This design comes from an exercise in tuning for small area and a short achievable clock period on the open sky130 flow, not from production work.
At most, simulation tests tie the RTL to the original design; equivalence was not proved.
Power is estimated from default activity; no workload was simulated.

==> flow/design.v <==
`default_nettype none
package cpu_pkg;
    localparam int REG_AW    = 3;
    localparam int NUM_REGS  = 6;   
    localparam int NUM_FLAGS = 4;
endpackage
`default_nettype wire
`timescale 1ns/1ns
`default_nettype none
import cpu_pkg::*;
module mini_core
#(
    parameter int WIDTH  = 16,
    parameter int MEM_AW = 4
) (
    input  wire                  clk,
    input  wire                  arst_n,
    input  wire                  word_valid,
    input  wire  [31:0]          word,
    output logic                 busy,
    output logic                 wr_en,
    output logic [REG_AW-1:0]    wr_addr,
    output logic [WIDTH-1:0]     wr_data,
    output logic [NUM_FLAGS-1:0] flags
);
    localparam logic [3:0] K_ADD  = 4'd0;
    localparam logic [3:0] K_SUB  = 4'd1;
    localparam logic [3:0] K_AND  = 4'd2;
    localparam logic [3:0] K_OR   = 4'd3;
    localparam logic [3:0] K_XOR  = 4'd4;
    localparam logic [3:0] K_SHL  = 4'd5;
    localparam logic [3:0] K_SHR  = 4'd6;
    localparam logic [3:0] K_MOV  = 4'd7;
    localparam logic [3:0] K_MOVF = 4'd8;
    localparam logic [3:0] K_LD   = 4'd9;
    localparam logic [3:0] K_MOVH = 4'd11;
    localparam logic [3:0] K_MOVL = 4'd12;
    logic        accept;
    logic [15:5] lo_half;
    assign accept = word_valid && !busy;
    always_ff @(posedge clk or negedge arst_n) begin
        if (!arst_n)
            busy <= 1'b0;
        else
            busy <= accept && !word[31];
    end
    always_ff @(posedge clk)
        lo_half <= word[15:5];
    localparam int DW = 13;
    function automatic logic [DW-1:0] dec_half(input logic v, input logic [15:5] h);
        logic aok, bok, we, st, sf;
        aok = (h[11:9] < 3'd6);
        bok = (h[8:6] < 3'd6);
        we  = v && ((h[15:12] <= 4'd7 && aok && bok) ||
                    (h[15:12] == 4'd8 && aok) ||
                    (h[15:12] == 4'd9 && aok && bok));
        st  = v && h[15:12] == 4'd10 && aok && bok;
        sf  = v && h[15:12] <= 4'd6 && aok && bok && h[5];
        dec_half = {we, st, sf, h[15:12], h[11:9], h[8:6]};
    endfunction
    function automatic logic [DW-1:0] dec_long(input logic v, input logic [4:0] code);
        logic [2:0] ra;
        if (code >= 5'd12) begin
            ra = 3'(code - 5'd12);
            dec_long = {v && code < 5'd18, 2'b00, K_MOVL, ra, 3'd0};
        end else begin
            ra = 3'(code - 5'd6);
            dec_long = {v && code >= 5'd6, 2'b00, K_MOVH, ra, 3'd0};
        end
    endfunction
    logic [DW-1:0] dec_nxt;
    logic          slot_we, slot_st, slot_sf;
    logic [3:0]    slot_k;
    logic [2:0]    slot_ra, slot_rb;
    logic [7:0]    slot_imm;
    logic          slot_sub, slot_shr;
    always_comb begin
        if (busy)
            dec_nxt = dec_half(1'b1, lo_half);
        else if (word[31])
            dec_nxt = dec_long(accept, word[13:9]);
        else
            dec_nxt = dec_half(accept, word[31:21]);
    end
    always_ff @(posedge clk or negedge arst_n) begin
        if (!arst_n) begin
            slot_we <= 1'b0;
            slot_st <= 1'b0;
            slot_sf <= 1'b0;
        end else begin
            {slot_we, slot_st, slot_sf} <= dec_nxt[DW-1:DW-3];
        end
    end
    always_ff @(posedge clk) begin
        {slot_k, slot_ra, slot_rb} <= dec_nxt[9:0];
        slot_sub <= (dec_nxt[9:6] == K_SUB);
        slot_shr <= (dec_nxt[9:6] == K_SHR);
        slot_imm <= word[23:16];
    end
    logic [WIDTH-1:0] regs [NUM_REGS];
    logic [WIDTH-1:0] mem  [2**MEM_AW];
    logic [WIDTH-1:0] a, b, mem_rd, res;
    logic [WIDTH-1:0] rd_a, rd_b;
    logic [2:0]       nra, nrb;
    assign nra  = dec_nxt[5:3];
    assign nrb  = dec_nxt[2:0];
    assign rd_a = nra[2] ? regs[{2'b10, nra[0]}] : regs[nra];
    assign rd_b = nrb[2] ? regs[{2'b10, nrb[0]}] : regs[nrb];
    always_ff @(posedge clk) begin
        a <= (slot_we && slot_ra == nra) ? res : rd_a;
        b <= (slot_we && slot_ra == nrb) ? res : rd_b;
    end
    assign mem_rd = mem[b[MEM_AW-1:0]];
    logic [WIDTH-1:0] bx, pg_p, pg_g, gg, pp, sum, sh_in, sh_out, sh_rev;
    logic [WIDTH:0]   cy;
    logic             carry, ovf, is_arith;
    assign is_arith = (slot_k == K_ADD) || (slot_k == K_SUB);
    assign bx       = b ^ {WIDTH{slot_sub}};
    assign pg_p     = a ^ bx;
    assign pg_g     = a & bx;
    always_comb begin
        gg = pg_g;
        pp = pg_p;
        gg[0] = pg_g[0] | (pg_p[0] & slot_sub);
        for (int l = 0; l < 4; l++) begin
            for (int i = WIDTH - 1; i > 0; i--) begin
                if (i >= (1 << l)) begin
                    gg[i] = gg[i] | (pp[i] & gg[i-(1<<l)]);
                    pp[i] = pp[i] & pp[i-(1<<l)];
                end
            end
        end
    end
    assign cy    = {gg, slot_sub};
    assign sum   = pg_p ^ cy[WIDTH-1:0];
    assign carry = is_arith && (cy[WIDTH] ^ slot_sub);   
    assign ovf   = is_arith && (cy[WIDTH] ^ cy[WIDTH-1]);
    always_comb begin
        for (int i = 0; i < WIDTH; i++)
            sh_in[i] = slot_shr ? a[WIDTH-1-i] : a[i];
    end
    assign sh_out = sh_in << b[3:0];
    always_comb begin
        for (int i = 0; i < WIDTH; i++)
            sh_rev[i] = sh_out[WIDTH-1-i];
    end
    always_comb begin
        case (slot_k)
            K_ADD, K_SUB: res = sum;
            K_AND:        res = pg_g;
            K_OR:         res = pg_g | pg_p;
            K_XOR:        res = pg_p;
            K_SHL:        res = sh_out;
            K_SHR:        res = sh_rev;
            K_MOV:        res = b;
            K_MOVF:       res = WIDTH'(flags);
            K_LD:         res = mem_rd;
            K_MOVH:       res = {slot_imm, a[7:0]};
            K_MOVL:       res = {a[15:8], slot_imm};
            default:      res = b;
        endcase
    end
    always_ff @(posedge clk or negedge arst_n) begin
        if (!arst_n) begin
            for (int i = 0; i < NUM_REGS; i++)
                regs[i] <= '0;
        end else if (slot_we) begin
            regs[slot_ra] <= res;
        end
    end
    always_ff @(posedge clk) begin
        if (slot_st)
            mem[b[MEM_AW-1:0]] <= a;
    end
    logic pend_sf, pend_c, pend_v;
    always_ff @(posedge clk or negedge arst_n) begin
        if (!arst_n) begin
            wr_en   <= 1'b0;
            pend_sf <= 1'b0;
            flags   <= '0;
        end else begin
            wr_en   <= slot_we;
            pend_sf <= slot_sf;
            if (pend_sf)
                flags <= {wr_data == '0, pend_v, wr_data[WIDTH-1], pend_c};
        end
    end
    always_ff @(posedge clk) begin
        wr_addr <= slot_ra;
        wr_data <= res;
        pend_c  <= carry;
        pend_v  <= ovf;
    end
endmodule
`default_nettype wire
clock: 7.5 ns
lec_check: 0
abc_area: 1
cap_margin: 20
core_margin: 2
core_utilization: 45
place_density: 0.6
setup_slack_margin: 5.0
slew_margin: 20
tns_end_percent: 10
run.sh (not shown) runs the stock make flow with config.mk's settings and CLKGATE_MAP_FILE= SYNTH_SCRIPT=/design/flow/synth_recipe.tcl, a recipe that flattens the netlist after the stock synthesis.
The baseline finished clean.
Next try:
--- a/flow/design.v
+++ b/flow/design.v
@@ -60,13 +60,13 @@
     endfunction
     function automatic logic [DW-1:0] dec_long(input logic v, input logic [4:0] code);
         logic [2:0] ra;
-        if (code >= 5'd12) begin
-            ra = 3'(code - 5'd12);
+        ra[2] = code[4] | (code[3] & ~code[2] & code[1]);
+        ra[1] = code[3] & ~(code[2] ^ code[1]);
+        ra[0] = code[0];
+        if (code >= 5'd12)
             dec_long = {v && code < 5'd18, 2'b00, K_MOVL, ra, 3'd0};
-        end else begin
-            ra = 3'(code - 5'd6);
+        else
             dec_long = {v && code >= 5'd6, 2'b00, K_MOVH, ra, 3'd0};
-        end
     endfunction
     logic [DW-1:0] dec_nxt;
     logic          slot_we, slot_st, slot_sf;
@@ -97,20 +97,35 @@
         slot_shr <= (dec_nxt[9:6] == K_SHR);
         slot_imm <= word[23:16];
     end
-    logic [WIDTH-1:0] regs [NUM_REGS];
-    logic [WIDTH-1:0] mem  [2**MEM_AW];
+    logic [WIDTH-1:0] regs  [NUM_REGS];
+    logic [WIDTH-1:0] regs_d[NUM_REGS];
+    logic [WIDTH-1:0] mem   [2**MEM_AW];
     logic [WIDTH-1:0] a, b, mem_rd, res;
     logic [WIDTH-1:0] rd_a, rd_b;
     logic [2:0]       nra, nrb;
+    always_comb begin
+        for (int i = 0; i < NUM_REGS; i++)
+            regs_d[i] = (wr_en && wr_addr == 3'(i)) ? wr_data : regs[i];
+    end
     assign nra  = dec_nxt[5:3];
     assign nrb  = dec_nxt[2:0];
-    assign rd_a = nra[2] ? regs[{2'b10, nra[0]}] : regs[nra];
-    assign rd_b = nrb[2] ? regs[{2'b10, nrb[0]}] : regs[nrb];
+    always_comb begin
+        rd_a = '0;
+        rd_b = '0;
+        for (int i = 0; i < NUM_REGS; i++) begin
+            rd_a = rd_a | (regs_d[i] & {WIDTH{nra == 3'(i)}});
+            rd_b = rd_b | (regs_d[i] & {WIDTH{nrb == 3'(i)}});
+        end
+    end
     always_ff @(posedge clk) begin
         a <= (slot_we && slot_ra == nra) ? res : rd_a;
         b <= (slot_we && slot_ra == nrb) ? res : rd_b;
     end
-    assign mem_rd = mem[b[MEM_AW-1:0]];
+    always_comb begin
+        mem_rd = '0;
+        for (int i = 0; i < 2**MEM_AW; i++)
+            mem_rd = mem_rd | (mem[i] & {WIDTH{b[MEM_AW-1:0] == MEM_AW'(i)}});
+    end
     logic [WIDTH-1:0] bx, pg_p, pg_g, gg, pp, sum, sh_in, sh_out, sh_rev;
     logic [WIDTH:0]   cy;
     logic             carry, ovf, is_arith;
@@ -164,8 +179,9 @@
         if (!arst_n) begin
             for (int i = 0; i < NUM_REGS; i++)
                 regs[i] <= '0;
-        end else if (slot_we) begin
-            regs[slot_ra] <= res;
+        end else begin
+            for (int i = 0; i < NUM_REGS; i++)
+                regs[i] <= regs_d[i];
         end
     end
     always_ff @(posedge clk) begin
=> Worst setup slack gets worse by 0.047 ns. Die area fell by 4.4%. Via count went down by 7.8%. Combinational power climbs by about 5%. Sequential share of layout area rose by 2.3 points. Clock skew shrinks by 0.022 ns. Core utilization stays flat. Area after synthesis went down by 4.5%. Total power grows by 3.9%. Maximum frequency is lower by 1.7%. Critical path depth rises by 12. Worst hold slack is worse by 0.015 ns.
No functional check of the RTL was part of the second run of this note.

[separate check: timing with driven ports]
The results above use ideal ports. As a check the final layouts listed here were re-extracted and re-timed, cells and wires unchanged. Step 1 assumes that a clkbuf_16 drives the clock port and a buf_2 every other input. Step 2 times the ports against the registers' clock, not the clock port: input delays grow and output delays shrink by t, the midpoint of the rising clock arrivals with the driver on. a / b / c = ideal / step 1 / step 2; a / b = the first two.
run	shift t [ns]	setup slack, ns	worst hold slack (ns)	clock arrival spread, ns	worst data-port slew with drivers (ns)
the first run	0.649	4.852 / 4.791 / 4.235	0.366 / 0.366 / 0.366	0.049 / 0.049	0.11
the second run	0.652	4.805 / 4.782 / 4.152	0.351 / 0.351 / 0.351	0.028 / 0.028	0.06
After both steps setup and hold are still met in every run listed. The setup slack of the second run, which loses most, moves by -0.023 ns with the drivers and by -0.653 ns with both steps.
